This design comes from an exercise in tuning for small area on the open sky130 flow, not from production work. Function was checked by simulation only, so behaviour that the tests miss may differ from the original. The clock port is modelled as an ideal driver; clocking choices that lean on that would not hold on a real chip. Power is estimated from default activity; no workload was simulated.

Design capture_buffer, start of the top module:
module capture_buffer (
  input logic capture_clk,
  input logic capture_reset,
  input logic [64:0] capture_in,
  input logic [2:0] active_channels,
  input logic start,
  input logic stop,
  input logic sw_reset,
  input logic readout_start,
  output logic full,
  output logic [19:0] write_depth,
  output logic [16:0] readout_out,
  output logic readout_valid,
  input logic readout_ready
);
==> flow/config.mk <==
export PLATFORM = sky130hd
export DESIGN_NAME = capture_buffer
export DESIGN_NICKNAME = capture_buffer
export VERILOG_FILES = /design/flow/design.v
export SDC_FILE = /design/flow/constraint.sdc
export NUM_CORES = 4
export LEC_CHECK = 0
export CAP_MARGIN = 0
export CORE_MARGIN = 2
export CORE_UTILIZATION = 55
export SETUP_SLACK_MARGIN = 0.15
export SLEW_MARGIN = 0
==> flow/constraint.sdc <==
create_clock -name core_clock -period 5.0 [get_ports {capture_clk}]
set_input_delay 1.0000 -clock core_clock [delete_from_list [all_inputs] [get_ports {capture_clk}]]
set_output_delay 1.0000 -clock core_clock [all_outputs]
set_load 0.01 [all_outputs]
run.sh (not shown) runs the stock make flow with config.mk's settings and CLKGATE_MAP_FILE= SYNTH_SCRIPT=/design/flow/synth_recipe.tcl, a recipe that flattens the netlist after the stock synthesis.
The first run finished with timing, DRC and antenna clean.
Edit:
==> flow/flow/run.sh (new file) <==
#!/bin/bash
# standard layout, with plain buffers on the ports instead of ORFS's default
# delay-buffer choice; every tool's log stays under orfs/logs, and the make
# output goes to standard.log
set -euo pipefail
export BUFFER_PORTS_ARGS="-buffer_cell sky130_fd_sc_hd__buf_2"
bash standard.sh > standard.log 2>&1
==> flow/standard.sh (new file) <==
#!/bin/bash
# synth_recipe.tcl (not shown) runs the flow's synth.tcl, then flattens the netlist and writes it again
# the make line also repeats each setting of config.mk as NAME=value (left out here)
make -C /OpenROAD-flow-scripts/flow DESIGN_CONFIG=/design/flow/config.mk WORK_HOME=/design/flow/orfs CLKGATE_MAP_FILE= SYNTH_SCRIPT=/design/flow/synth_recipe.tcl "${@:-finish}"
Settings changed: CAP_MARGIN 0 to 10, CORE_UTILIZATION 55 to 50, CTS_CLUSTER_DIAMETER set to 80, CTS_CLUSTER_SIZE set to 30, SLEW_MARGIN 0 to 10.
removed: flow/run.sh
After rerunning: Total power is lower by 17%; die area came out higher by about 10%; combinational power fell by about 9%; worst setup slack improves by 0.017 ns; routed wire length is about the same; clock skew is about the same; global-route usage decreases by 3.9 points; core utilization goes down by 9.9 points; count of clock-buffer cells in the layout is lower by 78; fmax increases by about 0.36%; cell count drops by about 1.3%.
Edit:
--- a/flow/flow/run.sh
+++ b/flow/flow/run.sh
@@ -6 +6 @@
-export BUFFER_PORTS_ARGS="-buffer_cell sky130_fd_sc_hd__buf_2"
+export BUFFER_PORTS_ARGS="-buffer_cell sky130_fd_sc_hd__buf_1"
Settings changed: CORE_UTILIZATION 50 to 70, SETUP_SLACK_MARGIN 0.15 to 0.35.
Global-route usage climbs by 13 points. Count of clock-buffer cells in the layout stays the same. Non-clock buffer count drops by 2. Hold slack got worse by 0.018 ns.

Setup of violet:
The RTL this note starts from:
==> flow/design.v <==
package capture_pkg;
  localparam int LANES = 4;
  localparam int SAMPLE_WIDTH = 16;
  typedef logic [SAMPLE_WIDTH-1:0] sample_t;
  typedef logic [LANES-1:0][SAMPLE_WIDTH-1:0] lane_bus_t;
  typedef logic [$clog2(LANES+1)-1:0] lane_count_t;
  typedef logic [LANES-1:0] bank_mask_t;
  typedef logic [$clog2(LANES)-1:0] bank_index_t;
  typedef struct packed {
    logic valid;
    lane_bus_t data;
  } capture_in_t;
  typedef struct packed {
    lane_count_t lane_count;
    bank_mask_t full_mask;
    bank_mask_t init_mask;
  } capture_mode_t;
  typedef struct packed {
    sample_t data;
    logic last;
  } stream_beat_t;
endpackage
`timescale 1ns/1ps
module capture_buffer (
  input logic capture_clk,
  input logic capture_reset,
  input logic [64:0] capture_in,
  input logic [2:0] active_channels,
  input logic start,
  input logic stop,
  input logic sw_reset,
  input logic readout_start,
  output logic full,
  output logic [19:0] write_depth,
  output logic [16:0] readout_out,
  output logic readout_valid,
  input logic readout_ready
);
  logic start_q, stop_q, start_edge, stop_edge;
  logic active;
  logic ge2, is4;           
  logic valid_q;            
  logic [3:0] wmask;
  logic [3:0][3:0] waddr;
  logic [3:0] bfull;
  logic readout_done;
  logic start_rise;
  assign start_rise = start & ~start_q & ~active;
  always_ff @(posedge capture_clk) begin
    if (capture_reset) begin
      start_q <= 1'b0;
      stop_q <= 1'b0;
      start_edge <= 1'b0;
      stop_edge <= 1'b0;
    end else begin
      start_q <= start;
      stop_q <= stop;
      start_edge <= start_rise;
      stop_edge <= stop & ~stop_q;
    end
  end
  always_ff @(posedge capture_clk) begin
    if (start_rise) begin
      ge2 <= ~active_channels[0];
      is4 <= active_channels[2];
    end
  end
  always_ff @(posedge capture_clk) begin
    valid_q <= capture_in[64];
  end
  logic [3:0] full_mask, init_mask;
  assign full_mask = {1'b1, ge2, is4, is4};
  assign init_mask = {is4, is4, ge2, 1'b1};
  logic [3:0] wen, last_write;
  always_comb begin
    for (int b = 0; b < 4; b++) begin
      wen[b] = valid_q & active & wmask[b];
      last_write[b] = wen[b] & (&waddr[b]);
    end
  end
  logic group_full_now;
  assign group_full_now = |(last_write & full_mask);
  logic active_d;
  always_comb begin
    if (capture_reset | sw_reset) active_d = 1'b0;
    else if (active) active_d = ~(stop_edge | group_full_now);
    else active_d = start_edge;
  end
  always_ff @(posedge capture_clk) begin
    active <= active_d;
  end
  logic n1, n2;
  assign n1 = ~ge2;
  assign n2 = ge2 & ~is4;
  logic [3:0] set_mask, mask_d;
  assign set_mask[0] = 1'b0;
  assign set_mask[1] = n1 & last_write[0];
  assign set_mask[2] = (n1 & last_write[1]) | (n2 & last_write[0]);
  assign set_mask[3] = (n1 & last_write[2]) | (n2 & last_write[1]);
  always_comb begin
    if (capture_reset | sw_reset) mask_d = 4'b0;
    else if (start_edge) mask_d = init_mask;
    else mask_d = (wmask | set_mask) & ~last_write;
  end
  always_ff @(posedge capture_clk) begin
    wmask <= mask_d;
  end
  logic clr;
  assign clr = capture_reset | sw_reset | readout_done;
  logic [3:0][3:0] waddr_d;
  logic [3:0] bfull_d;
  always_comb begin
    for (int b = 0; b < 4; b++) begin
      if (clr) begin
        waddr_d[b] = 4'd0;
        bfull_d[b] = 1'b0;
      end else begin
        waddr_d[b] = waddr[b] + {3'd0, wen[b]};
        bfull_d[b] = bfull[b] | last_write[b];
      end
    end
  end
  always_ff @(posedge capture_clk) begin
    waddr <= waddr_d;
    bfull <= bfull_d;
  end
  always_ff @(posedge capture_clk) begin
    for (int b = 0; b < 4; b++) begin
      if (capture_reset) write_depth[5*b +: 5] <= 5'd0;
      else write_depth[5*b +: 5] <= bfull[b] ? 5'd16 : {1'b0, waddr[b]};
    end
  end
  assign full = |(bfull & full_mask);
  logic [3:0][15:0] din;
  logic [15:0] lane0, lane1, lane2, lane3;
  assign lane0 = capture_in[15:0];
  assign lane1 = capture_in[31:16];
  assign lane2 = capture_in[47:32];
  assign lane3 = capture_in[63:48];
  assign din[0] = lane0;
  assign din[1] = ge2 ? lane1 : lane0;
  assign din[2] = is4 ? lane2 : lane0;
  assign din[3] = is4 ? lane3 : (ge2 ? lane1 : lane0);
  logic [3:0] bank_we;
  always_comb begin
    for (int b = 0; b < 4; b++) begin
      bank_we[b] = capture_in[64] & active_d & mask_d[b];
    end
  end
  logic [1023:0] mem;
  for (genvar b = 0; b < 4; b++) begin : g_bank
    for (genvar a = 0; a < 16; a++) begin : g_word
      always_ff @(posedge capture_clk) begin
        if (bank_we[b] && waddr_d[b] == a) begin
          mem[(16*b+a)*16 +: 16] <= din[b];
        end
      end
    end
  end
  logic rs_q;
  logic [6:0] rd_cnt;
  logic flush;
  assign flush = capture_reset | sw_reset;
  logic rd_inc;
  assign rd_inc = rd_cnt[6] ? rd_cnt[5] : readout_ready;
  always_ff @(posedge capture_clk) begin
    if (flush) begin
      rs_q <= 1'b0;
      rd_cnt <= 7'd64;
    end else begin
      rs_q <= readout_start;
      if (readout_start & ~rs_q) rd_cnt <= 7'd123;
      else if (rd_inc) rd_cnt <= rd_cnt + 7'd1;
    end
  end
  assign readout_valid = ~rd_cnt[6];
  assign readout_done = ~rd_cnt[6] & readout_ready & (&rd_cnt[5:0]);
  logic [63:0] rsel;
  logic [15:0] rdata;
  always_comb begin
    for (int w = 0; w < 64; w++) rsel[w] = (rd_cnt[5:0] == w);
    rdata = '0;
    for (int w = 0; w < 64; w++) rdata = rdata | (mem[w*16 +: 16] & {16{rsel[w]}});
  end
  assign readout_out = {rdata, &rd_cnt[5:0]};
endmodule
==> flow/config.mk <==
export PLATFORM = sky130hd
export DESIGN_NAME = capture_buffer
export DESIGN_NICKNAME = capture_buffer
export VERILOG_FILES = /design/flow/design.v
export SDC_FILE = /design/flow/constraint.sdc
export NUM_CORES = 4
export LEC_CHECK = 0
export CAP_MARGIN = 10
export CORE_MARGIN = 2
export CORE_UTILIZATION = 50
export SETUP_SLACK_MARGIN = 0.15
export SLEW_MARGIN = 10
==> flow/constraint.sdc <==
create_clock -name core_clock -period 5.0 [get_ports {capture_clk}]
set_input_delay 1.0000 -clock core_clock [delete_from_list [all_inputs] [get_ports {capture_clk}]]
set_output_delay 1.0000 -clock core_clock [all_outputs]
set_load 0.01 [all_outputs]
Stock flow here: none of the scripts above is used.
> inputs changed (violet -> indigo)
Settings: SLEW_MARGIN now 20, was 10; CORE_UTILIZATION now 65, was 50; CTS_CLUSTER_SIZE now 30, previously not set; SETUP_SLACK_MARGIN no longer set, was 0.15; CTS_BUF_LIST now sky130_fd_sc_hd__clkbuf_4 sky130_fd_sc_hd__clkbuf_8, previously not set; CAP_MARGIN now 20, was 10.
--- outcome ---
- Delta (indigo minus violet): cell count shrank by 127; detailed-router iteration count before antenna repair higher; total power moved down.
- violet → indigo: clock group share of total power -2.4 points; total track usage increased by 10 points relative to the old numbers; sequential share of layout area went up 0.91 points; fraction of layout cells with a size suffix above 1 increased 2.5 points.
- The final report for indigo shows a completed flow and a layout that fails verification, specifically negative setup slack.
--- input diff indigo..zinc ---
Settings: SETUP_SLACK_MARGIN now 0.35, previously not set; CTS_CLUSTER_DIAMETER now 80, previously not set; CTS_BUF_LIST no longer set, was sky130_fd_sc_hd__clkbuf_4 sky130_fd_sc_hd__clkbuf_8; CAP_MARGIN now 10, was 20; SLEW_MARGIN now 10, was 20; CORE_UTILIZATION now 70, was 65.
==> flow/flow/run.sh (new file) <==
#!/bin/bash
# standard layout, with plain buffers on the ports instead of ORFS's default
# delay-buffer choice; every tool's log stays under orfs/logs, and the make
# output goes to standard.log
set -euo pipefail
export BUFFER_PORTS_ARGS="-buffer_cell sky130_fd_sc_hd__buf_2"
bash standard.sh > standard.log 2>&1
==> flow/standard.sh (new file) <==
#!/bin/bash
# synth_recipe.tcl (not shown) runs the flow's synth.tcl, then flattens the netlist and writes it again
# the make line also repeats each setting of config.mk as NAME=value (left out here)
make -C /OpenROAD-flow-scripts/flow DESIGN_CONFIG=/design/flow/config.mk WORK_HOME=/design/flow/orfs CLKGATE_MAP_FILE= SYNTH_SCRIPT=/design/flow/synth_recipe.tcl "${@:-finish}"
removed: flow/run.sh
Results
zinc completed end to end with timing, DRC and antenna clean. Between indigo and zinc, the final hold violation count does not differ in any meaningful way. Core utilization was lower in the run labelled indigo. Compared to indigo, zinc has number of buffers other than clock buffers in the final layout 49 lower. Summary: with indigo as the reference, CTS buffer count in zinc moved down by more than half. In the flow results for zinc and indigo, the total power is smaller on zinc. zinc ends up with a maximum clock rate that is about 6.4% higher than in indigo. Floorplan die area (zinc over indigo): decrease, about 7%.
### zinc -> nickel
Settings: CORE_UTILIZATION: 70 -> 60.
[summary]
Re met2 wire length: nickel is 9.2% up on zinc. Relative to zinc, switching part of the total power increased by 0.50 points in nickel. nickel ends up with a met1 track demand over resource in global routing that is 5.8 points lower than in zinc. Number of slew-limit violations in the final report across zinc and nickel: no real change.
#### Input delta (pepper over nickel)
Settings: swapping 60 for 70 in CORE_UTILIZATION.
==> flow/flow/run.sh <==
#!/bin/bash
# standard layout with plain port buffers, plus a cell-downsizing pass
# (repair_timing -recover_power) between clock tree synthesis and routing.
# Each tool writes its own log: make output in standard_*.log, ORFS step
# logs under orfs/logs, the downsizing pass in recover.log.
set -euo pipefail
export BUFFER_PORTS_ARGS="-buffer_cell sky130_fd_sc_hd__buf_2"
bash standard.sh cts > standard_cts.log 2>&1
R=orfs/results/${FLOW_PLATFORM}/capture_buffer/base
openroad -no_init -exit flow/recover.tcl > recover.log 2>&1
bash standard.sh > standard_finish.log 2>&1
==> flow/flow/recover.tcl (new file) <==
# downsize cells that have timing slack to spare, then re-legalise
set P $::env(FLOW_HOME)/platforms/sky130hd
set R orfs/results/sky130hd/capture_buffer/base
read_lef $P/lef/sky130_fd_sc_hd.tlef
read_lef $P/lef/sky130_fd_sc_hd_merged.lef
read_liberty $P/lib/sky130_fd_sc_hd__tt_025C_1v80.lib
read_db $R/4_cts.odb
read_sdc $R/4_cts.sdc
source $P/setRC.tcl
set_dont_use [list sky130_fd_sc_hd__probe_p_8 sky130_fd_sc_hd__probec_p_8 sky130_fd_sc_hd__lpflow_*]
estimate_parasitics -placement
report_worst_slack -max
report_design_area
# keep a slack reserve for the tight readout path
repair_timing -recover_power 100 -setup_margin 0.2 -verbose
estimate_parasitics -placement
# downsizing must not leave slew or capacitance violations behind
repair_design -slew_margin 10 -cap_margin 10 -verbose
estimate_parasitics -placement
report_worst_slack -max
report_design_area
detailed_placement
check_placement
write_db $R/4_cts.odb
Findings:
Number of nets in the layout of pepper exceeds that of nickel slightly.
pepper vs nickel: highest clock rate up slightly
Sum of internal, switching and leakage power, nickel and pepper, higher one = nickel.
Total number of vias on pepper is behind nickel.
Compared with nickel, pepper improves post-route cell area.
pepper against nickel: final worst setup slack now sits higher, die area fell 0.0099 mm2.
Although pepper finished all stages, its layout failed final checks on max-capacitance violations, max-slew violations.

separate check: timing with driven ports:
The flow's constraints put no driver on any port. The routed layouts listed below were extracted and timed again, unchanged, in two steps.
Step 1 assumes that a clkbuf_16 drives the clock port and a buf_2 every other input.
Step 2 moves the port delays by t, midway between the first and last clock arrival at a register: inputs arrive t later, outputs are due t later. That takes back most of the time a late clock gives input paths.
Slacks: no drivers / after step 1 / after step 2; pairs: no drivers / after step 1.
run | t (ns) | setup WS [ns] | worst setup path at the end | clock arrival spread, ns | worst register clock-pin slew, ns
the first run of note 1 | 0.748 | 0.099 / 0.027 / 0.614 | input to register | 0.031 / 0.031 | 0.07 / 0.07
the second run of note 1 | 0.724 | 0.117 / 0.040 / 0.764 | register to output | 0.027 / 0.027 | 0.12 / 0.12
the third run of note 1 | 0.695 | 0.117 / 0.052 / 0.250 | input to register | 0.036 / 0.036 | 0.12 / 0.12
violet | 0.746 | 0.154 / 0.089 / 0.653 | input to register | 0.035 / 0.035 | 0.07 / 0.07
indigo | 0.892 | -0.052 / -0.117 / 0.775 | register to output | 0.034 / 0.034 | 0.07 / 0.07
zinc | 0.706 | 0.253 / 0.184 / 0.485 | input to register | 0.039 / 0.039 | 0.12 / 0.12
nickel | 0.726 | 0.221 / 0.149 / 0.497 | input to register | 0.027 / 0.026 | 0.12 / 0.12
pepper | 0.702 | 0.258 / 0.190 / -0.173 | input to register | 0.037 / 0.037 | 0.12 / 0.12
For pepper, which loses most, drivers alone change the setup slack by -0.068 ns; drivers and shift together by -0.431 ns.
